This is an optimization exercise on Yosys and OpenROAD, whose aim is small area, a short achievable clock period and few clock cycles per item, not a production implementation.
Only simulation tests tie the RTL to the original design; equivalence was not proved.
No activity file was given, so power comes from the tool's default toggle rates.

`flow/design.v`:
```
`timescale 1ns/1ns
`default_nettype none
module frame_memory (
  input  logic                                 clock,
  input  logic [16-1:0]               wr_col_hot,
  input  logic [8-1:0]               wr_row_hot,
  input  logic [6-1:0]               wr_data,
  input  logic [16-1:0]               rd_sel,
  output logic [8*6-1:0]   rd_column
);
  localparam int COL_W = 8 * 6;
  logic [16*COL_W-1:0] storage;
  for (genvar a = 0; a < 16 * 8; a++) begin : g_word
    always_ff @(posedge clock) begin
      if (wr_col_hot[a / 8] && wr_row_hot[a % 8]) begin
        storage[a*6 +: 6] <= wr_data;
      end
    end
  end
  always_comb begin
    rd_column = '0;
    for (int c = 0; c < 16; c++) begin
      rd_column = rd_column | (storage[c*COL_W +: COL_W] & {COL_W{rd_sel[c]}});
    end
  end
endmodule
`default_nettype wire
`timescale 1ns/1ns
`default_nettype none
module pixel_loader (
  input  logic                     clock,
  input  logic                     pix_write,
  input  logic [4-1:0]     pix_col,
  input  logic [3-1:0]     pix_row,
  input  logic [3*8-1:0] pix_rgb,
  output logic [16-1:0]   wr_col_hot,
  output logic [8-1:0]   wr_row_hot,
  output logic [6-1:0]   wr_data
);
  logic [8-1:0] grey;
  assign grey = (pix_rgb[23:16] >> 2) + (pix_rgb[15:8] >> 1) + (pix_rgb[7:0] >> 2);
  always_ff @(posedge clock) begin
    for (int c = 0; c < 16; c++) wr_col_hot[c] <= pix_write && pix_col == 4'(c);
    for (int r = 0; r < 8; r++) wr_row_hot[r] <= pix_row == 3'(r);
    wr_data <= grey[8-1:2];
  end
endmodule
`default_nettype wire
`timescale 1ns/1ns
`default_nettype none
module column_fetch (
  input  logic                     clock,
  input  logic                     reset,
  input  logic                     start,
  input  logic                     wr_col0,
  output logic                     busy,
  output logic [16-1:0]   rd_sel,
  output logic                     first_col,
  output logic                     mask_valid,
  output logic [4-1:0]     mask_col,
  output logic                     done
);
  localparam int N = 16;
  logic [N+2:0] sel;
  logic first_d;
  logic last_d;
  logic held_last;
  logic due;
  logic due_d;
  logic held_due;
  assign due = busy && |sel[N:1];
  assign rd_sel    = sel[N-1:0];
  assign first_col = first_d;
  always_ff @(posedge clock) begin
    if (reset) begin
      first_d    <= 1'b1;
      last_d     <= 1'b0;
      held_last  <= 1'b0;
      due_d      <= 1'b0;
      held_due   <= 1'b0;
    end else begin
      due_d      <= due;
      held_due   <= due_d;
      first_d    <= sel[0];
      last_d     <= sel[N];
      held_last  <= last_d;
    end
  end
  always_ff @(posedge clock) begin
    if (reset) begin
      busy       <= 1'b0;
      sel        <= (N+3)'(1);
      mask_valid <= 1'b0;
      done       <= 1'b0;
    end else if (!busy) begin
      mask_valid <= 1'b0;
      done       <= 1'b0;
      if (start) begin
        busy <= 1'b1;
        if (!wr_col0) sel <= sel << 1;
      end
    end else begin
      mask_valid <= held_due;
      done       <= held_due && held_last;
      if (held_due && held_last) busy <= 1'b0;
      sel <= sel[N+2] ? (N+3)'(1) : sel << 1;
    end
  end
  always_ff @(posedge clock) begin
    mask_col <= mask_valid ? mask_col + 1'b1 : '0;
  end
endmodule
`default_nettype wire
`timescale 1ns/1ns
`default_nettype none
module blur_mask_stage (
  input  logic                               clock,
  input  logic [8*6-1:0] column,
  input  logic                               first_col,
  output logic [8-1:0]             mask_bits
);
  localparam int SW = 6;
  localparam logic [5:0] SAT = 6'(32 + 1);
  logic [8*SW-1:0] column_q;
  logic [5:0] side      [8];
  logic [6:0] fold      [8];
  logic [5:0] part_sat  [8];
  logic [SW-1:0] q [8+2];
  logic [5:0] side_next [8];
  logic [1:0] extra [8];
  logic [7:0] part [8];
  logic [6:0] total [8];
  always_comb begin
    q[0] = '0;
    q[8+1] = '0;
    for (int r = 0; r < 8; r++) q[r+1] = column_q[r*SW +: SW];
    for (int r = 0; r < 8; r++) begin
      side_next[r] = 6'(q[r] >> 2) + 6'(q[r+1] >> 1) + 6'(q[r+2] >> 2);
      extra[r]     = 2'(q[r][1]) + 2'(q[r+1][0]) + 2'(q[r+2][1]);
      part[r]      = 8'(fold[r]) + 8'({side[r], 1'b0});
      total[r]     = 7'(part_sat[r]) + 7'(side[r]);
    end
  end
  always_ff @(posedge clock) begin
    column_q <= column;
    for (int r = 0; r < 8; r++) begin
      side[r]      <= side_next[r];
      fold[r]      <= 7'(first_col ? 6'd0 : side[r]) + 7'(extra[r]);
      part_sat[r]  <= (part[r] >= 8'(SAT)) ? SAT : part[r][5:0];
      mask_bits[r] <= (total[r] >= 7'(SAT));
    end
  end
endmodule
`default_nettype wire
`timescale 1ns/1ns
`default_nettype none
module blur_mask_top (
  input  logic                     clock,
  input  logic                     reset,
  input  logic                     pix_write,
  input  logic [4-1:0]     pix_col,
  input  logic [3-1:0]     pix_row,
  input  logic [3*8-1:0] pix_rgb,
  input  logic                     start,
  output logic                     busy,
  output logic                     mask_valid,
  output logic [4-1:0]     mask_col,
  output logic [8-1:0]   mask_bits,
  output logic                     done
);
  logic [16-1:0]              wr_col_hot;
  logic [8-1:0]              wr_row_hot;
  logic [6-1:0]              wr_data;
  logic [16-1:0]              rd_sel;
  logic                                first_col;
  logic [8*6-1:0]  column;
  pixel_loader loader_i (
    .clock     (clock),
    .pix_write (pix_write),
    .pix_col   (pix_col),
    .pix_row   (pix_row),
    .pix_rgb   (pix_rgb),
    .wr_col_hot (wr_col_hot),
    .wr_row_hot (wr_row_hot),
    .wr_data    (wr_data)
  );
  frame_memory memory_i (
    .clock     (clock),
    .wr_col_hot (wr_col_hot),
    .wr_row_hot (wr_row_hot),
    .wr_data   (wr_data),
    .rd_sel    (rd_sel),
    .rd_column (column)
  );
  column_fetch fetch_i (
    .clock      (clock),
    .reset      (reset),
    .start      (start),
    .wr_col0    (wr_col_hot[0]),
    .busy       (busy),
    .rd_sel     (rd_sel),
    .first_col  (first_col),
    .mask_valid (mask_valid),
    .mask_col   (mask_col),
    .done       (done)
  );
  blur_mask_stage stage_i (
    .clock     (clock),
    .column    (column),
    .first_col (first_col),
    .mask_bits (mask_bits)
  );
endmodule
`default_nettype wire
```
`flow/run.sh`:
```
#!/bin/bash
# synth_recipe.tcl (not shown) runs the flow's synth.tcl, then flattens the netlist and writes it again
# the make line also repeats each setting of config.mk as NAME=value (left out here)
make -C /OpenROAD-flow-scripts/flow DESIGN_CONFIG=/design/flow/config.mk WORK_HOME=/design/flow/orfs CLKGATE_MAP_FILE= SYNTH_SCRIPT=/design/flow/synth_recipe.tcl finish
```
`flow/constraint.sdc`:
```
create_clock -name core_clock -period 6.0 [get_ports {clock}]
set_input_delay 1.2000 -clock core_clock [delete_from_list [all_inputs] [get_ports {clock}]]
set_output_delay 1.2000 -clock core_clock [all_outputs]
set_load 0.01 [all_outputs]
```
`flow/config.mk`:
```
export PLATFORM = sky130hd
export DESIGN_NAME = blur_mask_top
export DESIGN_NICKNAME = blur_mask_top
export VERILOG_FILES = /design/flow/design.v
export SDC_FILE = /design/flow/constraint.sdc
export NUM_CORES = 4
export LEC_CHECK = 0
export CAP_MARGIN = 20
export CORE_MARGIN = 2
export CORE_UTILIZATION = 40
export CTS_CLUSTER_DIAMETER = 100
export CTS_CLUSTER_SIZE = 30
export SETUP_SLACK_MARGIN = 4.0
export SLEW_MARGIN = 20
```
==> results.txt, run 1 <==
- Outcome: no timing/DRC/antenna violations
- Max-cap violation count: 0
- Post-Syn Instances: roughly 2,700
- Total number of clock tree sinks: ~1,000
- Buffers & Inverters on Critical Path: 1
- Mean post-synth cell area: around 15 um^2
- Highest ir drop seen on vdd: between 0.15 and 0.2 mV
- Synthesis-to-finish area growth: 12.4%
- Congestion Overflow GR: 0
- Worst-skew pair later-pin latency: around 0.63 ns
- Layout Cells excl Fill: slightly above 4,000
- Commonest cells in the netlist: sky130_fd_sc_hd__edfxtp_1 (768), sky130_fd_sc_hd__dfxtp_1 (269), sky130_fd_sc_hd__a221oi_1 (193)
- Number of synthesized register bits: slightly above 1,000
- Number of clock buffers inserted by TritonCTS: 43
- Setup crit end kind: primary output
- Type of the worst setup path: reg2out
- Clock input transition at the sequential cells of the worst setup and hold paths: approximately 0.11 ns
- Type of the tightest min-delay check: reg2reg
- Async set or reset register ratio after synthesis: 0%
- Cell chain of the critical path: buf_6
- Final cycle utilization of the critical path: between 40% and 50%
- Average wire per cell in the routed design: 24.5 um
- Number of filler instances in the final layout: between 8,000 and 9,000
- Number of DRC markers in iteration 0: between 2,000 and 2,500
- Port Buffer Count: 44
- Top Ports: 50
- Headroom to the max-slew limit: approximately 36%
- Util after Layout: 45.3%
- Wire length of the first global-routing pass: around 150 mm
- Root buffer cell: sky130_fd_sc_hd__clkbuf_16
- All-Layer GR Usage: a little under a fifth
- Clk buf depth: 3
- Final-report setup violation count: 0
- Die Outline Area: around 100,000 um^2
- Clock tree from TritonCTS: done
- Final WL: 101 mm
- Final critical-path required period: 2.43 ns
- Leakage power figure: 15.7 nW
- Gp weighted congestion: roughly 0.84
- Worst Path Max Fanout: 2
- Sequential cell area in the final layout: approximately 29,000 um^2
- Worst-margin pin slew: ~0.95 ns
- Largest stage delay on the critical path: about 0.46 ns
- Post-synthesis sequential area ratio: a little over two thirds
- Max Fclk: 0.412 GHz
- Pin count of the biggest net entering global routing: 89
- RSZ-0062 raised after global routing: true
- Final count of pins violating max slew: 0
- Horizontal die dimension: about 320 um
- Layout cells sized above 1: 15.8%
- Placeable core area: slightly above 100,000 um^2
- Startpoint type of the worst setup path: flip-flop
- Length of the first detailed-routing pass in iterations: 6
- Antenna Violating Nets Remaining: 0
- Height of the die: 324 um
- Count of flip-flops with a built-in enable after synthesis: approximately 770
- Total power draw: about 0.017 W
- Number of cells after detailed placement: between 3,000 and 4,000
- Synth Net Count: ~2,900
- Footprint of the multi-input gates: about 13,000 um^2
- Critical path's top delay family: flip-flops
- Post-Route Skew: ~0.033 ns
- HPWL Detailed: 61.4 mm
- Number of design rule violations left after detail routing: 0
- Hold Fails Final Rpt: 0
- Top flip-flop cell by instance count after synthesis: sky130_fd_sc_hd__edfxtp_1
- Top cell type by total area after synthesis: sky130_fd_sc_hd__edfxtp_1
- Count of vias placed by the detailed router: about 24,000
- Synth warnings: 12
- Library cells used by synthesis: 53
- Count leader, synth: sky130_fd_sc_hd__edfxtp_1
- Area fraction of the dominant cell type after synthesis: between 50% and 60%
- Total Nets Final: about 3,000
- Cells taking the most area after synthesis: sky130_fd_sc_hd__edfxtp_1 (56%), sky130_fd_sc_hd__dfxtp_1 (13%), sky130_fd_sc_hd__ha_1 (4.6%)
- Via/cell ratio: approximately 5.7
- Initial Utilization: approximately two fifths
- Arrival time of data at the critical path endpoint: approximately 1.2 ns
- Post-synthesis instance area: 41,000 um^2
- Antenna violations before repair: 3
- Number of global-route vias before repair: 23,800
- Htree depth: 2
- Number of placement rows: around 120
- Slowest stage cell, crit path: sky130_fd_sc_hd__dfxtp_4
- Ratio of total power to cell area: 367 nW/um^2
- Aggregate negative setup slack: 0 ns
- Required time of the critical path: roughly 4.8 ns
-- where the power goes --
group	switching, W	internal (W)	leakage, nW
combinational	0.00204	0.00172	5.90
sequential	0.000688	0.00873	9.10
clock	0.00221	0.00153	0.661
total	0.00493	0.0120	15.7
-- state kept, by name (all words and copies together) (netlist names) --
register,count
fetch_i.mask_col,4
fetch_i.due_d,1
fetch_i.done,1
stage_i.mask_bits,8
stage_i.side,48
fetch_i.mask_valid,1
loader_i.wr_col_hot,16
loader_i.wr_row_hot,8
fetch_i.busy,1
stage_i.part_sat,48
loader_i.wr_data,6
memory_i.storage,768
stage_i.fold,56
fetch_i.held_last,1
fetch_i.first_d,1
fetch_i.sel,19
fetch_i.last_d,1
stage_i.column_q,48
fetch_i.held_due,1
-- timing repair --
| action | CTS | global route |
|---|---|---|
| setup buffers | 45 | 18 |
| pin swaps | 60 | 77 |
| resized for setup | 272 | 143 |
| endpoints found under the setup margin | 141 | 295 |
| hold buffers | 0 | 0 |
| gates cloned | 2 | 0 |
-- layout by cell type, fill, tap and decap left out, types with 42 or more instances in the layout --
| cell type | Yosys | routed |
|---|---|---|
| sky130_fd_sc_hd__nor2_1 | 71 | 70 |
| sky130_fd_sc_hd__inv_1 | 97 | 86 |
| sky130_fd_sc_hd__edfxtp_1 | 768 | 768 |
| sky130_fd_sc_hd__dfxtp_1 | 269 | 187 |
| sky130_fd_sc_hd__a21oi_1 | 73 | 54 |
| sky130_fd_sc_hd__nand3_1 | 48 | 42 |
| sky130_fd_sc_hd__buf_6 | 0 | 42 |
| sky130_fd_sc_hd__a221oi_1 | 193 | 189 |
| sky130_fd_sc_hd__clkbuf_16 | 0 | 44 |
| sky130_fd_sc_hd__xor2_1 | 45 | 44 |
| sky130_fd_sc_hd__and2_1 | 132 | 132 |
| sky130_fd_sc_hd__nand4_1 | 51 | 51 |
| sky130_fd_sc_hd__a21o_1 | 48 | 47 |
| sky130_fd_sc_hd__ha_1 | 149 | 112 |
| sky130_fd_sc_hd__xnor2_1 | 55 | 50 |
| sky130_fd_sc_hd__dfxtp_2 | 0 | 53 |
| sky130_fd_sc_hd__a22o_1 | 192 | 192 |
| sky130_fd_sc_hd__buf_4 | 0 | 57 |
-- metal layers --
| layer | wire [um] | track usage [%] | vias to the layer above |
|---|---|---|---|
| met1 | 42700 | 26.1 | 12100 |
| met3 | 7430 | 3.20 | 97 |
| met4 | 1510 | 3.31 | 0 |
| met5 | 0 | 0 | - |
| li1 | - | - | 10500 |
| met2 | 49700 | 32.2 | 816 |
-- worst paths after layout --
path	to	slack (ns)	from	cells after the start
worst min register to register	fetch_i.held_last$_SDFF_PP0_	0.44	fetch_i.last_d$_SDFF_PP0_	1
worst min-delay path	fetch_i.held_last$_SDFF_PP0_	0.44	fetch_i.last_d$_SDFF_PP0_	1
worst max-delay path	mask_valid	3.57	fetch_i.mask_valid$_SDFF_PP0_	1
worst max register to register	stage_i.part_sat[2][0]$_SDFF_PP1_	3.73	stage_i.side[2][0]$_DFF_P_	8
-- worst reg2reg max path: stages (launching register included) --
cell	delay, ns
sky130_fd_sc_hd__dfxtp_4	0.38
sky130_fd_sc_hd__ha_4	0.16
sky130_fd_sc_hd__inv_2	0.05
sky130_fd_sc_hd__fa_2	0.19
sky130_fd_sc_hd__nor2b_1	0.05
sky130_fd_sc_hd__o21a_1	0.18
sky130_fd_sc_hd__or4b_4	0.50
sky130_fd_sc_hd__a311o_1	0.35
sky130_fd_sc_hd__or3_1	0.32
-- stage by stage --
stage / cell area, um^2 / setup WS [ns] / hold WS [ns]
floorplan: 41100 / 3.19 / 0.410
global placement: 43000 / 2.67 / 0.422
detailed placement: 43000 / 2.63 / 0.425
CTS: 45300 / 3.52 / 0.445
global route: 46000 / 3.53 / 0.465
finish: 46100 / 3.57 / 0.444
-- logic make-up after synthesis --
| family | after synthesis | synth area share [%] |
|---|---|---|
| xor+xnor | 100 | 2.14 |
| compound gates | 616 | 11.9 |
| buf+inv | 214 | 1.96 |
| fa+ha+maj | 217 | 7.87 |
| flops | 1037 | 69.5 |
| simple gates | 489 | 6.63 |
-- cell type report --
| type | count | area share, % |
|---|---|---|
| sequential | 1037 | 62.2 |
| timing repair buffer | 132 | 2.77 |
| antenna | 2 | 0.0109 |
| inverter | 97 | 0.796 |
| tap | 1368 | 3.72 |
| clock buffer | 68 | 2.59 |
| clock inverter | 12 | 0.424 |
| multi-input combinational | 1422 | 27.5 |
Testbench counts, summed over its fixed seeds: cycles 7,056, frames 48.
==> run 2: changes to the inputs <==
--- a/flow/config.mk
+++ b/flow/config.mk
@@ -7,7 +7,7 @@
 export LEC_CHECK = 0
 export CAP_MARGIN = 20
 export CORE_MARGIN = 2
-export CORE_UTILIZATION = 40
+export CORE_UTILIZATION = 65
 export CTS_CLUSTER_DIAMETER = 100
 export CTS_CLUSTER_SIZE = 30
 export SETUP_SLACK_MARGIN = 4.0
==> run 2 against run 1 <==
Effect of this change: synthesized cell count is the same; first-iteration DRC count grew 15%; count of clock-buffer cells in the layout unchanged; flip-flop and latch count is the same; power fell by 2.6%; critical endpoint unchanged.
==> results.txt, run 2 <==
- Number of placement rows: 92 (-21%)
- Type of the worst setup path: reg2out
- Wire length of the first global-routing pass: 143 mm (-4.5%)
- Setup crit end kind: primary output
- Final-report setup violation count: 0 (unchanged)
- Antenna Violating Nets Remaining: 0 (unchanged)
- Compound-gate portion of the synthesized area: 11.9% (unchanged)
- Congestion Overflow GR: 0 (unchanged)
- Count of flip-flops with a built-in enable after synthesis: 768 (unchanged)
- Final count of pins violating max slew: 0 (unchanged)
- Number of filler instances in the final layout: 3,998 (-54%)
- Max Fclk: 0.419 GHz (+1.9%)
- Required time of the critical path: 4.80 ns (about the same)
- Top flip-flop cell by instance count after synthesis: sky130_fd_sc_hd__edfxtp_1
- Count leader, synth: sky130_fd_sc_hd__edfxtp_1
- Headroom to the max-slew limit: 32.2% (-4.3 points)
- Worst-skew pair later-pin latency: 0.61 ns (-0.02 ns)
- Synth warnings: 12 (unchanged)
- Parity-gate share of the synthesized area counting xor and xnor cells: 2.14% (unchanged)
- Final WL: 97.4 mm (-3.9%)
- Post-Syn Instances: 2,673 (unchanged)
- Horizontal die dimension: 255 um (-21%)
- Arrival time of data at the critical path endpoint: 1.18 ns (-0.05 ns)
- Gp weighted congestion: 0.837 (+0.23%)
- Most common cell after layout, fill and taps aside: sky130_fd_sc_hd__edfxtp_1
- Buffers & Inverters on Critical Path: 1 (unchanged)
- Mux contribution to synthesized area: 0% (unchanged)
- Length of the first detailed-routing pass in iterations: 5 (-1)
- Worst Path Max Fanout: 5 (+3)
- Die Outline Area: 65,000 um^2 (-38%)
- Post-synthesis instance area: 41,000 um^2 (unchanged)
- Final worst setup slack: 3.62 ns (+0.0450 ns)
- Root buffer cell: sky130_fd_sc_hd__clkbuf_16
- Area fraction of the dominant cell type after synthesis: 56.3% (unchanged)
- Post-synthesis sequential area ratio: 69.5% (unchanged)
- All-Layer GR Usage: 30.0% (+11 points)
- Aggregate negative setup slack: 0 ns (unchanged)
- Cell chain of the critical path: buf_6
- Mean post-synth cell area: 15.3 um^2 (unchanged)
- Pin count of the biggest net entering global routing: 97 (+9.0%)
- Simple-gate portion of the synthesized area: 6.63% (unchanged)
- Number of global-route vias before repair: 23,100 (-2.9%)
- Post-Route Skew: 0.0287 ns (-0.00386 ns)
- Worst-margin pin slew: 1.02 ns (+0.0660 ns)
- Clock tree from TritonCTS: done
- Library cells used by synthesis: 53 (unchanged)
- Layout cells sized above 1: 15.2% (-0.59 points)
- Top Ports: 50 (unchanged)
- Synthesis-to-finish area growth: 10.3%
- RSZ-0062 raised after global routing: true
- Clk buf depth: 3 (unchanged)
- Critical path's top delay family: flip-flops
- Number of DRC markers in iteration 0: 2,726 (+15%)
- Top flop regs: memory_i.storage (768), stage_i.fold (56)
- Type of the tightest min-delay check: reg2reg
- Clock input transition at the sequential cells of the worst setup and hold paths: 0.12 ns (about the same)
- Port Buffer Count: 44 (unchanged)
- Highest ir drop seen on vdd: 0.309 mV (+59%)
- Count of vias placed by the detailed router: 23,700 (+0.51%)
- Startpoint type of the worst setup path: flip-flop
- Final cycle utilization of the critical path: 39.7% (-0.75 points)
- Total Nets Final: 2,996 (+0.37%)
- Antenna violations before repair: 10 (+7)
- Final critical-path required period: 2.38 ns (-0.0450 ns)
- Ratio of total power to cell area: 365 nW/um^2 (-0.71%)
- Via/cell ratio: 6.53 (+15%)
- Largest stage delay on the critical path: 0.46 ns (about the same)
- Slowest stage cell, crit path: sky130_fd_sc_hd__dfxtp_4
- Synthesized-area fraction occupied by adder cells: 7.87% (unchanged)
- Cells taking the most area after synthesis: sky130_fd_sc_hd__edfxtp_1 (56%), sky130_fd_sc_hd__dfxtp_1 (13%), sky130_fd_sc_hd__ha_1 (4.6%)
- Most used cells in the layout excluding fill and tap cells: sky130_fd_sc_hd__edfxtp_1 (768), sky130_fd_sc_hd__a22o_1 (192), sky130_fd_sc_hd__dfxtp_1 (192)
- Initial Utilization: 65.3% (+25 points)
- Placement-stage worst setup slack: 2.65 ns (+0.0174 ns)
- Htree depth: 2 (unchanged)
- HPWL Detailed: 58.9 mm (-4.1%)
- Commonest cells in the netlist: sky130_fd_sc_hd__edfxtp_1 (768), sky130_fd_sc_hd__dfxtp_1 (269), sky130_fd_sc_hd__a221oi_1 (193)
- Number of clock buffers inserted by TritonCTS: 41 (-4.7%)
- Async set or reset register ratio after synthesis: 0% (unchanged)
- Total number of clock tree sinks: 1,037 (unchanged)
- Hold Fails Final Rpt: 0 (unchanged)
- Number of synthesized register bits: 1,037 (unchanged)
- Worst hold slack after final layout: 0.434 ns (-0.00938 ns)
- Max-cap violation count: 0 (unchanged)
- Number of design rule violations left after detail routing: 0 (unchanged)
- Register with the most flip-flops: memory_i.storage
- Synth Net Count: 2,925 (unchanged)
- Outcome: no timing/DRC/antenna violations
- Height of the die: 255 um (-21%)
- Top cell type by total area after synthesis: sky130_fd_sc_hd__edfxtp_1
- Flip-flop count of the largest register, all copies and words added: 768 (unchanged)
- Main combinational cell family by area after synthesis: compound AO/OA/AOI/OAI gates
- Placeable core area: 62,700 um^2 (-38%)
- Average wire per cell in the routed design: 26.9 um (+9.7%)
- Leakage power figure: 15.6 nW (-0.32%)
## run 2: layout make-up
| type | instances | area [um^2] | share of cell area, % |
|---|---|---|---|
| Clock buffer | 68 | 1130 | 2.49 |
| Clock inverter | 7 | 75.1 | 0.166 |
| Tap cell | 846 | 1060 | 2.34 |
| Timing Repair Buffer | 145 | 1360 | 3.00 |
| Inverter | 97 | 368 | 0.814 |
| Multi-Input combinational cell | 1422 | 12600 | 27.8 |
| Sequential cell | 1037 | 28600 | 63.3 |
| Antenna cell | 3 | 7.51 | 0.0166 |
## run 2: power by group
part | switching, W | internal (W)
sequential | 0.000683 | 0.00873
combinational | 0.00197 | 0.00168
clock | 0.00208 | 0.00133
## run 2: timing repair
item | CTS | global route
resized for setup | 269 | 118
setup endpoints to repair | 160 | 120
buffers inserted | 52 | 24
cloned | 1 | 0
pin swaps | 66 | 65
hold buffers | 0 | 0
## run 2: routing by layer
layer | global-route usage (%) | wire [um] | vias to the layer above
met5 | 0 | 13 | -
met4 | 7.07 | 1950 | 2
met3 | 6.06 | 9400 | 107
met2 | 49.1 | 47500 | 1029
met1 | 42.0 | 38500 | 12000
li1 | - | - | 10500
## run 2: cells by family after synthesis
kind of cell / after synthesis
and+or+nand+nor: 489
adders and majority gates: 217
xor gates and xnor gates: 100
buffers and inverters: 214
DFF: 1037
AOI/OAI and AO/OA: 616
## run 2: through the flow
stage	area (um^2)	cells	util [%]	power, W
6_report	45200	3625	72.0	0.0165
5_1_grt	45200	3622	72.0	0.0173
4_1_cts	44500	3598	71.0	0.0163
3_5_place_dp	42400	3470	67.6	0.0127
3_3_place_gp	42400	3470	67.6	0.0126
2_1_floorplan	41100	2673	-	0.0117
## run 2: worst paths after layout
| kind | from | slack (ns) | cells past startpoint | endpoint |
|---|---|---|---|---|
| hold reg to reg | fetch_i.held_last$_SDFF_PP0_ | 0.43 | 2 | fetch_i.done$_SDFF_PP0_ |
| setup reg to reg | stage_i.side[2][0]$_DFF_P_ | 3.70 | 8 | stage_i.part_sat[2][0]$_SDFF_PP1_ |
| hold / removal | fetch_i.held_last$_SDFF_PP0_ | 0.43 | 2 | fetch_i.done$_SDFF_PP0_ |
| setup / recovery | fetch_i.mask_valid$_SDFF_PP0_ | 3.62 | 1 | mask_valid |
==> run 3: changes to the inputs <==
--- a/flow/config.mk
+++ b/flow/config.mk
@@ -7,8 +7,8 @@
 export LEC_CHECK = 0
 export CAP_MARGIN = 20
 export CORE_MARGIN = 2
-export CORE_UTILIZATION = 65
+export CORE_UTILIZATION = 40
 export CTS_CLUSTER_DIAMETER = 100
 export CTS_CLUSTER_SIZE = 30
-export SETUP_SLACK_MARGIN = 4.0
+export SETUP_SLACK_MARGIN = 3.7
 export SLEW_MARGIN = 20
==> run 3 against run 2 <==
Effect of this change: still clean; cell count up 13%; clock skew up 0.0095 ns; worst hold slack better by 0.011 ns; die area up 61%; sequential share of layout area up 0.60 points; non-clock buffer count down 53.
==> results.txt, run 3 <==
- Register with the most flip-flops: memory_i.storage
- Initial Utilization: 40.3% (-25 points)
- Commonest cells in the netlist: sky130_fd_sc_hd__edfxtp_1 (768), sky130_fd_sc_hd__dfxtp_1 (269), sky130_fd_sc_hd__a221oi_1 (193)
- Port Buffer Count: 44 (unchanged)
- Final count of pins violating max slew: 0 (unchanged)
- Post-synthesis instance area: 41,000 um^2 (unchanged)
- Antenna violations before repair: 4 (-6)
- Number of placement rows: 117 (+27%)
- Mean post-synth cell area: 15.3 um^2 (unchanged)
- Clock input transition at the sequential cells of the worst setup and hold paths: 0.11 ns (about the same)
- Top cell type by total area after synthesis: sky130_fd_sc_hd__edfxtp_1
- Average wire per cell in the routed design: 24.4 um (-9.1%)
- Headroom to the max-slew limit: 29.7% (-2.5 points)
- Post-route cell area: 44,700 um^2 (-1.2%)
- Final cycle utilization of the critical path: 40.3% (+0.51 points)
- Max-cap violation count: 0 (unchanged)
- Setup crit end kind: primary output
- Synthesized-area fraction occupied by adder cells: 7.87% (unchanged)
- Count of vias placed by the detailed router: 23,200 (-2.0%)
- Worst Path Max Fanout: 2 (-3)
- Number of clock buffers inserted by TritonCTS: 42 (+2.4%)
- Critical path's top delay family: flip-flops
- Worst-skew pair later-pin latency: 0.65 ns (+0.04 ns)
- Number of DRC markers in iteration 0: 2,425 (-11%)
- Compound-gate portion of the synthesized area: 11.9% (unchanged)
- Number of synthesized register bits: 1,037 (unchanged)
- Length of the first detailed-routing pass in iterations: 7 (+2)
- Cells taking the most area after synthesis: sky130_fd_sc_hd__edfxtp_1 (56%), sky130_fd_sc_hd__dfxtp_1 (13%), sky130_fd_sc_hd__ha_1 (4.6%)
- Post-synthesis sequential area ratio: 69.5% (unchanged)
- Post-Route Skew: 0.0382 ns (+0.00952 ns)
- Top flip-flop cell by instance count after synthesis: sky130_fd_sc_hd__edfxtp_1
- Horizontal die dimension: 324 um (+27%)
- Highest ir drop seen on vdd: 0.242 mV (-22%)
- Startpoint type of the worst setup path: flip-flop
- Mux contribution to synthesized area: 0% (unchanged)
- Worst reg2reg path startpoint: stage_i.side[2][0]$_DFF_P_
- Synth Net Count: 2,925 (unchanged)
- Worst-margin pin slew: 1.05 ns (+0.0371 ns)
- Worst hold start: fetch_i.held_last$_SDFF_PP0_
- Height of the die: 324 um (+27%)
- Util after Layout: 43.9% (-28 points)
- Antenna Violating Nets Remaining: 0 (unchanged)
- Aggregate negative setup slack: 0 ns (unchanged)
- All-Layer GR Usage: 19.0% (-11 points)
- Post-Syn Instances: 2,673 (unchanged)
- Gp weighted congestion: 0.803 (-4.1%)
- Worst hold slack after final layout: 0.445 ns (+0.0109 ns)
- Placeable core area: 102,000 um^2 (+62%)
- Total Nets Final: 2,944 (-1.7%)
- Htree depth: 2 (unchanged)
- Layout Cells excl Fill: 4,096 (+13%)
- Count leader, synth: sky130_fd_sc_hd__edfxtp_1
- Count of flip-flops with a built-in enable after synthesis: 768 (unchanged)
- Top Ports: 50 (unchanged)
- Required time of the critical path: 4.80 ns (about the same)
- Root buffer cell: sky130_fd_sc_hd__clkbuf_16
- Ratio of total power to cell area: 367 nW/um^2 (+0.65%)
- Synth warnings: 12 (unchanged)
- Largest stage delay on the critical path: 0.45 ns (about the same)
- Final-report setup violation count: 0 (unchanged)
- Hold-fix buffer count after cts: 0 (unchanged)
- Top flop regs: memory_i.storage (768), stage_i.fold (56)
- Clock tree from TritonCTS: done
- Congestion Overflow GR: 0 (unchanged)
- Die Outline Area: 105,000 um^2 (+61%)
- Number of design rule violations left after detail routing: 0 (unchanged)
- Number of global-route vias before repair: 23,400 (+1.1%)
- Total number of clock tree sinks: 1,037 (unchanged)
- Most common cell after layout, fill and taps aside: sky130_fd_sc_hd__edfxtp_1
- Library cells used by synthesis: 53 (unchanged)
- Final critical-path required period: 2.42 ns (+0.0308 ns)
- Flip-flop count of the largest register, all copies and words added: 768 (unchanged)
- Instance area after placement: 42,900 um^2 (+1.2%)
- Leakage power figure: 15.3 nW (-2.1%)
- RSZ-0062 raised after global routing: true
- Final WL: 99.9 mm (+2.7%)
- HPWL Detailed: 61.7 mm (+4.8%)
- Area fraction of the dominant cell type after synthesis: 56.3% (unchanged)
- Max Fclk: 0.414 GHz (-1.3%)
- Main combinational cell family by area after synthesis: compound AO/OA/AOI/OAI gates
- Parity-gate share of the synthesized area counting xor and xnor cells: 2.14% (unchanged)
- Synthesis-to-finish area growth: 9.01%
- Clk buf depth: 3 (unchanged)
- Arrival time of data at the critical path endpoint: 1.22 ns (+0.04 ns)
- Outcome: no timing/DRC/antenna violations
- Most used cells in the layout excluding fill and tap cells: sky130_fd_sc_hd__edfxtp_1 (768), sky130_fd_sc_hd__dfxtp_1 (221), sky130_fd_sc_hd__a221oi_1 (193)
- Async set or reset register ratio after synthesis: 0% (unchanged)
- Cell chain of the critical path: buf_6
- Slowest stage cell, crit path: sky130_fd_sc_hd__dfxtp_4
- Crit. Startpoint: fetch_i.mask_valid$_SDFF_PP0_
- Simple-gate portion of the synthesized area: 6.63% (unchanged)
- Wire length of the first global-routing pass: 148 mm (+3.7%)
- Via/cell ratio: 5.66 (-13%)
- Type of the worst setup path: reg2out
- Pin count of the biggest net entering global routing: 94 (-3.1%)
- Hold Fails Final Rpt: 0 (unchanged)
- Number of cells after detailed placement: 3,989 (+15%)
- Buffers & Inverters on Critical Path: 1 (unchanged)
- Layout cells sized above 1: 8.03% (-7.2 points)
- Type of the tightest min-delay check: reg2reg
==> run 3: cell type report <==
type | instances | area (um^2)
clock inverters | 8 | 135
flip-flops and latches | 1037 | 28500
repair buffers | 92 | 797
fillers | 8901 | 57100
inverters | 97 | 364
clock buffers | 70 | 1190
diodes | 2 | 5.00
well taps | 1368 | 1710
multi-input cells | 1422 | 11900
==> run 3: report_power, final <==
group	total (W)	leakage, nW	switching (W)	internal [W]
clock	0.00367	0.633	0.00220	0.00147
sequential	0.00938	9.09	0.000662	0.00872
combinational	0.00334	5.55	0.00186	0.00148
==> run 3: per-stage QoR <==
stage | total power [W] | setup slack, ns
floorplan | 0.0116 | 3.19
global placement | 0.0126 | 2.65
detailed placement | 0.0127 | 2.63
CTS | 0.0164 | 3.51
global route | 0.0172 | 3.49
finish | 0.0164 | 3.58
==> run 3: what timing repair did <==
item	in CTS	in global routing
cloned	0	0
pin swaps	21	23
endpoints found under the setup margin	50	46
setup buffers	17	10
gates resized for setup	138	54
hold endpoints to repair	0	0
==> run 3: path summary, 6_finish.rpt <==
kind,endpoint,slack [ns],depth (start not counted)
max,mask_valid,3.58,1
max reg2reg,stage_i.part_sat[2][5]$_SDFF_PP1_,3.63,9
min reg2reg,fetch_i.done$_SDFF_PP0_,0.45,2
min,fetch_i.done$_SDFF_PP0_,0.45,2
==> run 3: logic make-up (layout without fill, tap and decap cells) <==
logic type	count (synthesis)	count (layout)
simple gates	489	489
flops	1037	1037
xor+xnor	100	100
buf+inv	214	267
other cells	0	2
fa+ha+maj	217	217
compound gates	616	616
==> run 3: layer usage <==
metal / part of all wire, % / vias up / global-route usage, %
met3: 7.2 / 105 / 2.92
met1: 43 / 11900 / 26.3
met4: 2.2 / 0 / 4.44
li1: - / 10400 / -
met5: 0 / - / 0
met2: 48 / 773 / 31.4
==> run 4: changes to the inputs <==
--- a/flow/config.mk
+++ b/flow/config.mk
@@ -8,7 +8,7 @@
 export CAP_MARGIN = 20
 export CORE_MARGIN = 2
 export CORE_UTILIZATION = 40
-export CTS_CLUSTER_DIAMETER = 100
-export CTS_CLUSTER_SIZE = 30
-export SETUP_SLACK_MARGIN = 3.7
+export CTS_CLUSTER_DIAMETER = 80
+export CTS_CLUSTER_SIZE = 24
+export SETUP_SLACK_MARGIN = 4.0
 export SLEW_MARGIN = 20
==> run 4 against run 3 <==
Effect of this change: worst hold slack better by 0.00059 ns; non-clock buffer count is 42 higher; clock skew is 0.0046 ns lower; synthesized area stayed put; highest routed layer unchanged; power is 5.3% higher.
==> results.txt, run 4 <==
- Flip-flop count of the largest register, all copies and words added: 768 (unchanged)
- Most common cell after layout, fill and taps aside: sky130_fd_sc_hd__edfxtp_1
- Final worst setup slack: 3.56 ns (-0.0262 ns)
- End of the critical path: mask_valid
- Top cell type by total area after synthesis: sky130_fd_sc_hd__edfxtp_1
- Number of global-route vias before repair: 23,900 (+2.3%)
- Synthesis-to-finish area growth: 13.0%
- Post-synthesis sequential area ratio: 69.5% (unchanged)
- Util after Layout: 45.5% (+1.6 points)
- Antenna Violating Nets Remaining: 0 (unchanged)
- Number of clock buffers inserted by TritonCTS: 53 (+26%)
- Top flip-flop cell by instance count after synthesis: sky130_fd_sc_hd__edfxtp_1
- Ant. Diodes: 0 (-2)
- Final-report setup violation count: 0 (unchanged)
- Type of the tightest min-delay check: reg2reg
- Slowest stage cell, crit path: sky130_fd_sc_hd__dfxtp_4
- Count of vias placed by the detailed router: 23,600 (+1.8%)
- Startpoint type of the worst setup path: flip-flop
- Layout cells sized above 1: 15.9% (+7.9 points)
- HPWL Detailed: 61.4 mm (-0.54%)
- Via/cell ratio: 5.67 (+0.24%)
- Post-Route Skew: 0.0336 ns (-0.00460 ns)
- Port Buffer Count: 44 (unchanged)
- Pin count of the biggest net entering global routing: 89 (-5.3%)
- Crit. Startpoint: fetch_i.mask_valid$_SDFF_PP0_
- Final count of pins violating max slew: 0 (unchanged)
- Length of the first detailed-routing pass in iterations: 5 (-2)
- Ratio of total power to cell area: 373 nW/um^2 (+1.6%)
- Hold-fix buffer count after cts: 0 (unchanged)
- Post-synthesis instance area: 41,000 um^2 (unchanged)
- Register with the most flip-flops: memory_i.storage
- Worst hold start: fetch_i.last_d$_SDFF_PP0_
- Die Outline Area: 105,000 um^2 (unchanged)
- Placement-stage worst setup slack: 2.63 ns (+0.00247 ns)
- Number of design rule violations left after detail routing: 0 (unchanged)
- Antenna violations before repair: 2 (-2)
- Outcome: no timing/DRC/antenna violations
- Commonest cells in the netlist: sky130_fd_sc_hd__edfxtp_1 (768), sky130_fd_sc_hd__dfxtp_1 (269), sky130_fd_sc_hd__a221oi_1 (193)
- Count leader, synth: sky130_fd_sc_hd__edfxtp_1
- Number of placement rows: 117 (unchanged)
- Buffers & Inverters on Critical Path: 1 (unchanged)
- Library cells used by synthesis: 53 (unchanged)
- Synth Net Count: 2,925 (unchanged)
- Placeable core area: 102,000 um^2 (unchanged)
- Path length in cells of the critical path: 1 (unchanged)
- Worst Path Max Fanout: 2 (unchanged)
- Top Ports: 50 (unchanged)
- Post-Syn Instances: 2,673 (unchanged)
- Cell chain of the critical path: buf_6
- Required time of the critical path: 4.80 ns (about the same)
- Cells taking the most area after synthesis: sky130_fd_sc_hd__edfxtp_1 (56%), sky130_fd_sc_hd__dfxtp_1 (13%), sky130_fd_sc_hd__ha_1 (4.6%)
- Largest stage delay on the critical path: 0.45 ns (about the same)
- Critical path's top delay family: flip-flops
- Htree depth: 2 (unchanged)
- Highest ir drop seen on vdd: 0.229 mV (-5.0%)
- Mean post-synth cell area: 15.3 um^2 (unchanged)
- Clock input transition at the sequential cells of the worst setup and hold paths: 0.10 ns (about the same)
- Worst reg2reg path startpoint: stage_i.side[2][0]$_DFF_P_
- Root buffer cell: sky130_fd_sc_hd__clkbuf_16
- Clock tree from TritonCTS: done
- Number of synthesized register bits: 1,037 (unchanged)
- Final cycle utilization of the critical path: 40.7% (+0.44 points)
- Headroom to the max-slew limit: 33.0% (+3.2 points)
- RSZ-0062 raised after global routing: true
- Wire length of the first global-routing pass: 150 mm (+1.1%)
- Setup slack of the most critical reg-to-reg path: 3.70 ns (+0.07 ns)
- Average wire per cell in the routed design: 24.3 um (-0.21%)
- Height of the die: 324 um (unchanged)
- Area fraction of the dominant cell type after synthesis: 56.3% (unchanged)
- Number of DRC markers in iteration 0: 2,129 (-12%)
- Leakage power figure: 15.8 nW (+3.5%)
- Top flop regs: memory_i.storage (768), stage_i.fold (56)
- Total power draw: 0.0172 W (+5.3%)
- Final WL: 101 mm (+1.3%)
- Hold Fails Final Rpt: 0 (unchanged)
- Max Fclk: 0.410 GHz (-1.1%)
- Async set or reset register ratio after synthesis: 0% (unchanged)
- Gp weighted congestion: 0.835 (+4.0%)
- Worst-margin pin slew: 1.01 ns (-0.0487 ns)
- Total Nets Final: 2,997 (+1.8%)
- Clk buf depth: 3 (unchanged)
- Reg2Reg Capture Point: stage_i.part_sat[2][0]$_SDFF_PP1_
- Worst-skew pair later-pin latency: 0.65 ns (about the same)
- Synth warnings: 12 (unchanged)
- Max-cap violation count: 0 (unchanged)
- Final critical-path required period: 2.44 ns (+0.0262 ns)
- Aggregate negative setup slack: 0 ns (unchanged)
- All-Layer GR Usage: 19.1% (+0.13 points)
- Most used cells in the layout excluding fill and tap cells: sky130_fd_sc_hd__edfxtp_1 (768), sky130_fd_sc_hd__a22o_1 (192), sky130_fd_sc_hd__a221oi_1 (188)
- Congestion Overflow GR: 0 (unchanged)
- Number of cells on the worst reg-to-reg path: 8 (-1)
- Count of flip-flops with a built-in enable after synthesis: 768 (unchanged)
- Arrival time of data at the critical path endpoint: 1.24 ns (+0.02 ns)
- Setup crit end kind: primary output
- Type of the worst setup path: reg2out
- Horizontal die dimension: 324 um (unchanged)
- Initial Utilization: 40.3% (unchanged)
- Total number of clock tree sinks: 1,037 (unchanged)
run 4: cell counts after synthesis:
No cell type changed its count.
run 4: power by group:
part | internal (W) | leakage (nW) | switching [W]
Combinational | 0.00172 | 5.92 | 0.00203
Sequential | 0.00873 | 9.10 | 0.000682
Clock | 0.00182 | 0.805 | 0.00228
Total | 0.0123 | 15.8 | 0.00499
run 4: timing repair:
action | in CTS | in global routing
cloned | 2 | 0
gates resized for setup | 256 | 143
setup buffers | 41 | 24
pin swaps | 57 | 77
endpoints found under the setup margin | 135 | 314
run 4: area by class of cell:
cell class,instances,area [um^2]
tap,1368,1710
inverter,97,364
sequential,1037,28600
clock buffer,85,1500
fill,8682,55500
clock inverter,15,171
timing repair buffer,134,1290
multi-input combinational,1422,12600
run 4: cell families after synthesis:
family	Yosys count	share of synthesized area (%)
adder cells (fa/ha/maj)	217	7.87
flip-flops	1037	69.5
XOR/XNOR	100	2.14
buffers and inverters	214	1.96
AO/OA/AOI/OAI	616	11.9
AND/OR/NAND/NOR	489	6.63
run 4: metal layers:
metal | wire (um) | global-route usage (%)
met1 | 42600 | 26.0
met2 | 49200 | 32.2
met3 | 7600 | 3.35
met4 | 1820 | 3.73
met5 | 0 | 0
run 4: worst min-delay path by stage:
stage / depth (start not counted) / endpoint / slack, ns
3_3_place_gp: 1 / fetch_i.held_last$_SDFF_PP0_ / 0.42
5_1_grt: 1 / fetch_i.held_last$_SDFF_PP0_ / 0.47
6_report: 1 / fetch_i.held_last$_SDFF_PP0_ / 0.45
3_5_place_dp: 1 / fetch_i.held_last$_SDFF_PP0_ / 0.42
2_1_floorplan: 2 / fetch_i.done$_SDFF_PP0_ / 0.41
4_1_cts: 1 / fetch_i.held_last$_SDFF_PP0_ / 0.45
run 4: through the flow:
step | hold WS, ns | instance area, um^2 | std cells
after floorplan | 0.410 | 41100 | 2673
after global placement | 0.422 | 43000 | 3991
after detailed placement | 0.425 | 43000 | 3991
after CTS | 0.448 | 45500 | 4134
after global routing | 0.471 | 46300 | 4158
final | 0.446 | 46300 | 4158
==> run 5: changes to the inputs <==
--- a/flow/design.v
+++ b/flow/design.v
@@ -2,8 +2,8 @@
 `default_nettype none
 module frame_memory (
   input  logic                                 clock,
-  input  logic [16-1:0]               wr_col_hot,
-  input  logic [8-1:0]               wr_row_hot,
+  input  logic [16-1:0]               wr_col_n,
+  input  logic [8-1:0]               wr_row_n,
   input  logic [6-1:0]               wr_data,
   input  logic [16-1:0]               rd_sel,
   output logic [8*6-1:0]   rd_column
@@ -12,7 +12,7 @@
   logic [16*COL_W-1:0] storage;
   for (genvar a = 0; a < 16 * 8; a++) begin : g_word
     always_ff @(posedge clock) begin
-      if (wr_col_hot[a / 8] && wr_row_hot[a % 8]) begin
+      if (!wr_col_n[a / 8] && !wr_row_n[a % 8]) begin
         storage[a*6 +: 6] <= wr_data;
       end
     end
@@ -33,15 +33,15 @@
   input  logic [4-1:0]     pix_col,
   input  logic [3-1:0]     pix_row,
   input  logic [3*8-1:0] pix_rgb,
-  output logic [16-1:0]   wr_col_hot,
-  output logic [8-1:0]   wr_row_hot,
+  output logic [16-1:0]   wr_col_n,
+  output logic [8-1:0]   wr_row_n,
   output logic [6-1:0]   wr_data
 );
   logic [8-1:0] grey;
   assign grey = (pix_rgb[23:16] >> 2) + (pix_rgb[15:8] >> 1) + (pix_rgb[7:0] >> 2);
   always_ff @(posedge clock) begin
-    for (int c = 0; c < 16; c++) wr_col_hot[c] <= pix_write && pix_col == 4'(c);
-    for (int r = 0; r < 8; r++) wr_row_hot[r] <= pix_row == 3'(r);
+    for (int c = 0; c < 16; c++) wr_col_n[c] <= !(pix_write && pix_col == 4'(c));
+    for (int r = 0; r < 8; r++) wr_row_n[r] <= !(pix_row == 3'(r));
     wr_data <= grey[8-1:2];
   end
 endmodule
@@ -168,8 +168,8 @@
   output logic [8-1:0]   mask_bits,
   output logic                     done
 );
-  logic [16-1:0]              wr_col_hot;
-  logic [8-1:0]              wr_row_hot;
+  logic [16-1:0]              wr_col_n;
+  logic [8-1:0]              wr_row_n;
   logic [6-1:0]              wr_data;
   logic [16-1:0]              rd_sel;
   logic                                first_col;
@@ -180,14 +180,14 @@
     .pix_col   (pix_col),
     .pix_row   (pix_row),
     .pix_rgb   (pix_rgb),
-    .wr_col_hot (wr_col_hot),
-    .wr_row_hot (wr_row_hot),
+    .wr_col_n (wr_col_n),
+    .wr_row_n (wr_row_n),
     .wr_data    (wr_data)
   );
   frame_memory memory_i (
     .clock     (clock),
-    .wr_col_hot (wr_col_hot),
-    .wr_row_hot (wr_row_hot),
+    .wr_col_n (wr_col_n),
+    .wr_row_n (wr_row_n),
     .wr_data   (wr_data),
     .rd_sel    (rd_sel),
     .rd_column (column)
@@ -196,7 +196,7 @@
     .clock      (clock),
     .reset      (reset),
     .start      (start),
-    .wr_col0    (wr_col_hot[0]),
+    .wr_col0    (!wr_col_n[0]),
     .busy       (busy),
     .rd_sel     (rd_sel),
     .first_col  (first_col),
--- a/flow/config.mk
+++ b/flow/config.mk
@@ -8,7 +8,7 @@
 export CAP_MARGIN = 20
 export CORE_MARGIN = 2
 export CORE_UTILIZATION = 40
-export CTS_CLUSTER_DIAMETER = 80
-export CTS_CLUSTER_SIZE = 24
-export SETUP_SLACK_MARGIN = 4.0
+export CTS_CLUSTER_DIAMETER = 100
+export CTS_CLUSTER_SIZE = 30
+export SETUP_SLACK_MARGIN = 3.7
 export SLEW_MARGIN = 20
==> run 5 against run 4 <==
Effect of this change: still clean; via count fell by 1.8%; sequential power fell by 0.6%; register-to-register slack improved by 0.04 ns; non-clock buffer count fell by 47; synthesized cell count rose by 1.6%; clock skew fell by 0.015 ns; cell count fell by 1.3%; critical endpoint unchanged; largest power group unchanged; highest routed layer is now met5.
==> results.txt, run 5 <==
- Count of vias placed by the detailed router: 23,200 (-1.8%)
- Parity-gate share of the synthesized area counting xor and xnor cells: 2.30% (+0.16 points)
- Highest ir drop seen on vdd: 0.248 mV (+8.3%)
- Main combinational cell family by area after synthesis: compound AO/OA/AOI/OAI gates
- Antenna Violating Nets Remaining: 0 (unchanged)
- Total Nets Final: 2,956 (-1.4%)
- Htree depth: 2 (unchanged)
- Slowest stage cell, crit path: sky130_fd_sc_hd__dfxtp_4
- Largest stage delay on the critical path: 0.43 ns (-0.02 ns)
- Leakage power figure: 15.0 nW (-5.4%)
- Hold-fix buffer count after cts: 0 (unchanged)
- Top cell type by total area after synthesis: sky130_fd_sc_hd__edfxtp_1
- Worst hold slack after final layout: 0.437 ns (-0.00885 ns)
- Initial Utilization: 40.2% (about the same)
- Number of design rule violations left after detail routing: 0 (unchanged)
- Worst-margin pin slew: 1.10 ns (+0.0990 ns)
- Final count of pins violating max slew: 0 (unchanged)
- Root buffer cell: sky130_fd_sc_hd__clkbuf_16
- Number of DRC markers in iteration 0: 2,300 (+8.0%)
- Clock input transition at the sequential cells of the worst setup and hold paths: 0.11 ns (about the same)
- Async set or reset register ratio after synthesis: 0% (unchanged)
- Post-Route Skew: 0.0187 ns (-0.0149 ns)
- Antenna violations before repair: 3 (+1)
- Pin count of the biggest net entering global routing: 99 (+11%)
- Count leader, synth: sky130_fd_sc_hd__edfxtp_1
- Arrival time of data at the critical path endpoint: 1.17 ns (-0.07 ns)
- Synth Net Count: 2,969 (+1.5%)
- Buffers & Inverters on Critical Path: 1 (unchanged)
- Placeable core area: 101,000 um^2 (-0.29%)
- Via/cell ratio: 5.64 (-0.54%)
- Library cells used by synthesis: 55 (+3.8%)
- Number of filler instances in the final layout: 8,831 (+1.7%)
- Simple-gate portion of the synthesized area: 6.51% (-0.12 points)
- Port Buffer Count: 44 (unchanged)
- Worst Path Max Fanout: 5 (+3)
- Clk buf depth: 3 (unchanged)
- Max-cap violation count: 0 (unchanged)
- Top flip-flop cell by instance count after synthesis: sky130_fd_sc_hd__edfxtp_1
- Ratio of total power to cell area: 368 nW/um^2 (-1.3%)
- Post-route cell area: 44,300 um^2 (-4.3%)
- Length of the first detailed-routing pass in iterations: 6 (+1)
- Die Outline Area: 105,000 um^2 (-0.35%)
- Post-synthesis instance area: 40,800 um^2 (-0.36%)
- Mean post-synth cell area: 15.0 um^2 (-2.0%)
- Max Fclk: 0.422 GHz (+3.1%)
- Commonest cells in the netlist: sky130_fd_sc_hd__edfxtp_1 (768), sky130_fd_sc_hd__dfxtp_1 (269), sky130_fd_sc_hd__nor2_1 (216)
- Setup crit end kind: primary output
- Post-Syn Instances: 2,717 (+1.6%)
- Number of synthesized register bits: 1,037 (unchanged)
- All-Layer GR Usage: 18.7% (-0.38 points)
- Total number of clock tree sinks: 1,037 (unchanged)
- Headroom to the max-slew limit: 26.4% (-6.6 points)
- Wire length of the first global-routing pass: 146 mm (-2.2%)
- Clock tree from TritonCTS: done
- Compound-gate portion of the synthesized area: 11.3% (-0.68 points)
- Util after Layout: 43.6% (-1.8 points)
- Critical path's top delay family: flip-flops
- Most common cell after layout, fill and taps aside: sky130_fd_sc_hd__edfxtp_1
- Synthesis-to-finish area growth: 8.50%
- Number of placement rows: 117 (unchanged)
- Count of flip-flops with a built-in enable after synthesis: 768 (unchanged)
- Required time of the critical path: 4.80 ns (about the same)
- Mux contribution to synthesized area: 0.0981% (+0.098 points)
- Aggregate negative setup slack: 0 ns (unchanged)
- Startpoint type of the worst setup path: flip-flop
- Worst-skew pair later-pin latency: 0.62 ns (-0.03 ns)
- Congestion Overflow GR: 0 (unchanged)
- Synth warnings: 12 (unchanged)
- Most used cells in the layout excluding fill and tap cells: sky130_fd_sc_hd__edfxtp_1 (768), sky130_fd_sc_hd__dfxtp_1 (228), sky130_fd_sc_hd__nor2_1 (216)
- Final cycle utilization of the critical path: 39.5% (-1.2 points)
- Flip-flop count of the largest register, all copies and words added: 768 (unchanged)
- Height of the die: 323 um (-0.18%)
- Synthesized-area fraction occupied by adder cells: 7.90% (+0.028 points)
- Average wire per cell in the routed design: 24.1 um (-1.1%)
- Top Ports: 50 (unchanged)
- Gp weighted congestion: 0.816 (-2.3%)
- Cells taking the most area after synthesis: sky130_fd_sc_hd__edfxtp_1 (57%), sky130_fd_sc_hd__dfxtp_1 (13%), sky130_fd_sc_hd__ha_1 (4.6%)
- Layout cells sized above 1: 7.16% (-8.8 points)
- Final-report setup violation count: 0 (unchanged)
- Type of the tightest min-delay check: reg2reg
- Hold Fails Final Rpt: 0 (unchanged)
- HPWL Detailed: 61.4 mm (about the same)
- Horizontal die dimension: 323 um (-0.18%)
- Outcome: no timing/DRC/antenna violations
- RSZ-0062 raised after global routing: true
- Number of global-route vias before repair: 23,200 (-3.1%)
- Instance area after placement: 42,600 um^2 (-0.92%)
- Ant. Diodes: 0 (unchanged)
- Final critical-path required period: 2.37 ns (-0.0740 ns)
- Type of the worst setup path: reg2out
- Final WL: 98.9 mm (-2.4%)
- Cell chain of the critical path: buf_6
- Total power draw: 0.0163 W (-5.6%)
- Register with the most flip-flops: memory_i.storage
- Area fraction of the dominant cell type after synthesis: 56.5% (+0.20 points)
- Post-synthesis sequential area ratio: 69.7% (+0.25 points)
- Number of clock buffers inserted by TritonCTS: 42 (-21%)
- Top flop regs: memory_i.storage (768), stage_i.fold (56)
## run 5: changes by cell type after synthesis, sizes merged, moves of 12 or more
| cell | before | now |
|---|---|---|
| nor2 | 71 | 216 |
| xnor2 | 55 | 69 |
| clkbuf | 109 | 124 |
| and2 | 132 | 3 |
| buf | 8 | 20 |
| a21o | 49 | 31 |
## run 5: metal layers
layer  GRT usage, %  vias to the layer above  routed length, um
li1               -                    10400                  -
met1           25.4                    11800              41600
met2           31.6                      816              47900
met3           3.01                      113               7280
met4           4.30                        2               2130
met5              0                        -                 13
## run 5: final timing paths
kind | from | end | slack [ns] | depth (start not counted)
worst max-delay path | fetch_i.mask_valid$_SDFF_PP0_ | mask_valid | 3.63 | 1
worst min-delay path | fetch_i.held_last$_SDFF_PP0_ | fetch_i.done$_SDFF_PP0_ | 0.44 | 2
worst max register to register | stage_i.side[1][0]$_DFF_P_ | stage_i.part_sat[1][2]$_SDFF_PP0_ | 3.74 | 8
worst min register to register | fetch_i.held_last$_SDFF_PP0_ | fetch_i.done$_SDFF_PP0_ | 0.44 | 2
## run 5: kinds of logic after synthesis
logic type / count (synthesis)
adders and majority gates: 217
DFF: 1037
buffers and inverters: 241
AOI/OAI and AO/OA: 575
xor gates and xnor gates: 107
muxes: 4
and+or+nand+nor: 536
## run 5: layout make-up
cell class	instances	area, um^2	share of cell area (%)
inverter	97	364	0.822
sequential	1037	28500	64.4
tap	1368	1710	3.87
timing repair buffer	87	768	1.73
clock inverter	7	96.3	0.218
clock buffer	71	1220	2.76
multi-input combinational	1439	11600	26.2
## run 5: power breakdown
group          total, W  switching, W  internal (W)
combinational   0.00331       0.00187       0.00145
clock           0.00362       0.00217       0.00145
sequential      0.00935      0.000644       0.00871
## run 5: timing repair
action                                  4_1_cts  5_1_grt
endpoints found under the setup margin       49       39
buffers inserted                             12        9
pin swaps                                    15       20
gates resized for setup                     127       38
cloned                                        0        1
## run 5: metrics by stage
step                cells  setup slack [ns]
global route         4106              3.59
global placement     4006              2.74
CTS                  4096              3.58
detailed placement   4006              2.73
finish               4106              3.63
floorplan            2717              3.32
Testbench counts of run 5, summed over its fixed seeds: cycles 7,056, frames 48.
==> run 6: changes to the inputs <==
--- a/flow/config.mk
+++ b/flow/config.mk
@@ -7,7 +7,7 @@
 export LEC_CHECK = 0
 export CAP_MARGIN = 20
 export CORE_MARGIN = 2
-export CORE_UTILIZATION = 40
+export CORE_UTILIZATION = 55
 export CTS_CLUSTER_DIAMETER = 100
 export CTS_CLUSTER_SIZE = 30
 export SETUP_SLACK_MARGIN = 3.7
==> run 6 against run 5 <==
Effect of this change: cell count is 10% lower; global-route usage is 6.9 points higher; largest cell class unchanged; non-clock buffer count is 12 lower; register-to-register slack better by 0.02 ns.
==> results.txt, run 6 <==
- Number of design rule violations left after detail routing: 0 (unchanged)
- Flip-flop count of the largest register, all copies and words added: 768 (unchanged)
- All-Layer GR Usage: 25.6% (+6.9 points)
- Clock input transition at the sequential cells of the worst setup and hold paths: 0.11 ns (about the same)
- Startpoint type of the worst setup path: input pin
- Most used cells in the layout excluding fill and tap cells: sky130_fd_sc_hd__edfxtp_1 (768), sky130_fd_sc_hd__dfxtp_1 (229), sky130_fd_sc_hd__nor2_1 (216)
- Final count of pins violating max slew: 0 (unchanged)
- RSZ-0062 raised after global routing: true
- Gp weighted congestion: 0.837 (+2.6%)
- Post-Route Skew: 0.0363 ns (+0.0175 ns)
- Via/cell ratio: 6.32 (+12%)
- Arrival time of data at the critical path endpoint: 2.84 ns (+1.67 ns)
- Number of filler instances in the final layout: 5,542 (-37%)
- Total Nets Final: 2,943 (-0.44%)
- Placement-stage worst setup slack: 2.75 ns (+0.0213 ns)
- Average wire per cell in the routed design: 26.8 um (+11%)
- HPWL Detailed: 60.6 mm (-1.4%)
- Synth warnings: 12 (unchanged)
- Pin count of the biggest net entering global routing: 93 (-6.1%)
- Number of clock buffers inserted by TritonCTS: 41 (-2.4%)
- Worst hold slack after final layout: 0.448 ns (+0.0114 ns)
- Headroom to the max-slew limit: 28.8% (+2.5 points)
- Type of the tightest min-delay check: reg2reg
- Outcome: no timing/DRC/antenna violations
- Number of global-route vias before repair: 22,900 (-1.3%)
- Async set or reset register ratio after synthesis: 0% (unchanged)
- Layout cells sized above 1: 6.43% (-0.73 points)
- Post-synthesis instance area: 40,800 um^2 (unchanged)
- Count of flip-flops with a built-in enable after synthesis: 768 (unchanged)
- Number of synthesized register bits: 1,037 (unchanged)
- Cells taking the most area after synthesis: sky130_fd_sc_hd__edfxtp_1 (57%), sky130_fd_sc_hd__dfxtp_1 (13%), sky130_fd_sc_hd__ha_1 (4.6%)
- Total number of clock tree sinks: 1,037 (unchanged)
- Worst-margin pin slew: 1.07 ns (-0.0385 ns)
- Synth Net Count: 2,969 (unchanged)
- Number of DRC markers in iteration 0: 2,511 (+9.2%)
- Highest ir drop seen on vdd: 0.253 mV (+1.8%)
- Number of cells after detailed placement: 3,595 (-10%)
- Congestion Overflow GR: 0 (unchanged)
- Clock tree from TritonCTS: done
- Top flop regs: memory_i.storage (768), stage_i.fold (56)
- Length of the first detailed-routing pass in iterations: 5 (-1)
- Max Fclk: 0.430 GHz (+1.8%)
- Hold Fails Final Rpt: 0 (unchanged)
- Height of the die: 276 um (-15%)
- Antenna violations before repair: 2 (-1)
- Final-report setup violation count: 0 (unchanged)
- Antenna Violating Nets Remaining: 0 (unchanged)
- Top flip-flop cell by instance count after synthesis: sky130_fd_sc_hd__edfxtp_1
- Aggregate negative setup slack: 0 ns (unchanged)
- Number of placement rows: 99 (-15%)
- Placeable core area: 73,200 um^2 (-28%)
- Layout Cells excl Fill: 3,682 (-10%)
- Ant. Diodes: 0 (unchanged)
- Hold depth: 2 (unchanged)
- Area fraction of the dominant cell type after synthesis: 56.5% (unchanged)
- Final cycle utilization of the critical path: 38.8% (-0.70 points)
- Register with the most flip-flops: memory_i.storage
- Horizontal die dimension: 276 um (-15%)
- Count of vias placed by the detailed router: 23,300 (+0.46%)
- Die Outline Area: 76,400 um^2 (-27%)
- Max-cap violation count: 0 (unchanged)
- Worst Path Max Fanout: 5 (unchanged)
- Type of the worst setup path: in2reg
- Worst-skew pair later-pin latency: 0.64 ns (+0.02 ns)
- Final critical-path required period: 2.33 ns (-0.0422 ns)
- Top Ports: 50 (unchanged)
- Post-Syn Instances: 2,717 (unchanged)
- Synthesis-to-finish area growth: 6.72%
- Clk buf depth: 3 (unchanged)
- Final worst setup slack: 3.67 ns (+0.0422 ns)
- Top cell type by total area after synthesis: sky130_fd_sc_hd__edfxtp_1
- Leakage power figure: 14.8 nW (-0.87%)
- Library cells used by synthesis: 55 (unchanged)
- Final WL: 98.5 mm (-0.33%)
- Count leader, synth: sky130_fd_sc_hd__edfxtp_1
- Port Buffer Count: 44 (unchanged)
- Required time of the critical path: 6.51 ns (+1.71 ns)
- Most common cell after layout, fill and taps aside: sky130_fd_sc_hd__edfxtp_1
- Post-synthesis sequential area ratio: 69.7% (unchanged)
- Root buffer cell: sky130_fd_sc_hd__clkbuf_16
- Wire length of the first global-routing pass: 146 mm (-0.59%)
- Ratio of total power to cell area: 369 nW/um^2 (+0.45%)
- Commonest cells in the netlist: sky130_fd_sc_hd__edfxtp_1 (768), sky130_fd_sc_hd__dfxtp_1 (269), sky130_fd_sc_hd__nor2_1 (216)
- Setup crit end kind: flip-flop
- Mean post-synth cell area: 15.0 um^2 (unchanged)
- Number of cells on the worst reg-to-reg path: 3 (-5)
- Htree depth: 2 (unchanged)
- Initial Utilization: 55.8% (+16 points)
[run 6: cell counts after synthesis]
Identical to the previous run, type by type.
[run 6: layer usage]
layer	part of all wire (%)	vias up	GRT usage (%)
met1	42	11900	36.4
met2	47	876	41.2
met4	2.6	2	7.02
li1	-	10400	-
met5	0.010	-	0
met3	8.4	132	4.29
[run 6: kinds of logic (layout without fill, tap and decap cells)]
logic type | count (synthesis) | count (layout) | share of synthesized area [%]
and+or+nand+nor | 536 | 536 | 6.51
muxes | 4 | 4 | 0.0981
DFF | 1037 | 1037 | 69.7
AOI/OAI and AO/OA | 575 | 575 | 11.3
adders and majority gates | 217 | 217 | 7.90
xor gates and xnor gates | 107 | 107 | 2.30
buffers and inverters | 241 | 247 | 2.23
[run 6: path summary, 6_finish.rpt]
path / from / to / slack [ns]
min reg2reg: fetch_i.held_due$_SDFF_PP0_ / fetch_i.mask_valid$_SDFF_PP0_ / 0.45
max: pix_rgb[7] / loader_i.wr_data[4]$_DFF_P_ / 3.67
max reg2reg: fetch_i.sel[2]$_SDFFE_PP0P_ / stage_i.column_q[19]$_DFF_P_ / 3.76
min: fetch_i.held_due$_SDFF_PP0_ / fetch_i.mask_valid$_SDFF_PP0_ / 0.45
[run 6: where the power goes]
group          total [W]  switching [W]  leakage [nW]  internal, W
Combinational    0.00320        0.00180          5.13      0.00140
Sequential       0.00939       0.000691          9.13      0.00870
Clock            0.00350        0.00212         0.585      0.00138
Total             0.0161        0.00461          14.8       0.0115
[run 6: area by class of cell]
cell class,count,area (um^2),area share [%]
sequential,1037,28500,65.5
inverter,97,364,0.836
timing repair buffer,75,658,1.51
multi-input combinational,1439,11600,26.6
clock inverter,7,100,0.230
clock buffer,68,1130,2.59
tap,959,1200,2.75
[run 6: critical path: stages]
cell and delay [ns]:
sky130_fd_sc_hd__clkdlybuf4s50_1 0.43, sky130_fd_sc_hd__fa_1 0.61, sky130_fd_sc_hd__ha_4 0.24, sky130_fd_sc_hd__and3_1 0.17, sky130_fd_sc_hd__mux2i_1 0.12, sky130_fd_sc_hd__nand3_1 0.07
[run 6: through the flow]
step	total power, W	utilization, %	cell area, um^2
4_1_cts	0.0162	59.4	43500
5_1_grt	0.0169	59.5	43600
2_1_floorplan	0.0117	-	40800
3_5_place_dp	0.0127	57.6	42100
3_3_place_gp	0.0126	57.6	42100
6_report	0.0161	59.5	43600
[run 6: repair_timing]
action / in CTS / in global routing
setup buffers: 11 / 0
pin swaps: 13 / 10
endpoints found under the setup margin: 44 / 33
resized for setup: 106 / 36
hold endpoints to repair: 0 / 0
hold buffers: 0 / 0
cloned: 1 / 0

[afterwards: timing with drivers on the ports]
The flow's constraints put no driver on any port. The routed layouts listed below were extracted and timed again, unchanged, in two steps.
Step 1 sets driving cells, clkbuf_16 on the clock port and buf_2 on the other inputs (assumed; they add their load-dependent delay and slew).
Step 2 adds t to the input delays and takes it off the output delays; t is the mean of the earliest and latest rising clock arrival at the registers after step 1. Input paths then give back, and output paths get back, about the clock's delay inside the block.
Three values: no drivers, after step 1, after step 2; two values: the first two.
run | shift t [ns] | setup slack, ns | worst setup path after step 2 | clock arrival spread, ns
run 1 | 0.680 | 3.570 / 3.503 / 2.994 | input to register | 0.036 / 0.036
run 2 | 0.667 | 3.615 / 3.549 / 2.991 | input to register | 0.039 / 0.039
run 3 | 0.691 | 3.584 / 3.517 / 3.021 | input to register | 0.044 / 0.044
run 4 | 0.704 | 3.558 / 3.491 / 3.009 | input to register | 0.037 / 0.037
run 5 | 0.680 | 3.632 / 3.565 / 3.089 | input to register | 0.024 / 0.024
run 6 | 0.693 | 3.674 / 3.616 / 3.027 | input to register | 0.046 / 0.046
After both steps every run listed still meets setup and hold. The setup slack of run 6, which loses most, moves by -0.058 ns with the drivers and by -0.647 ns with both steps.
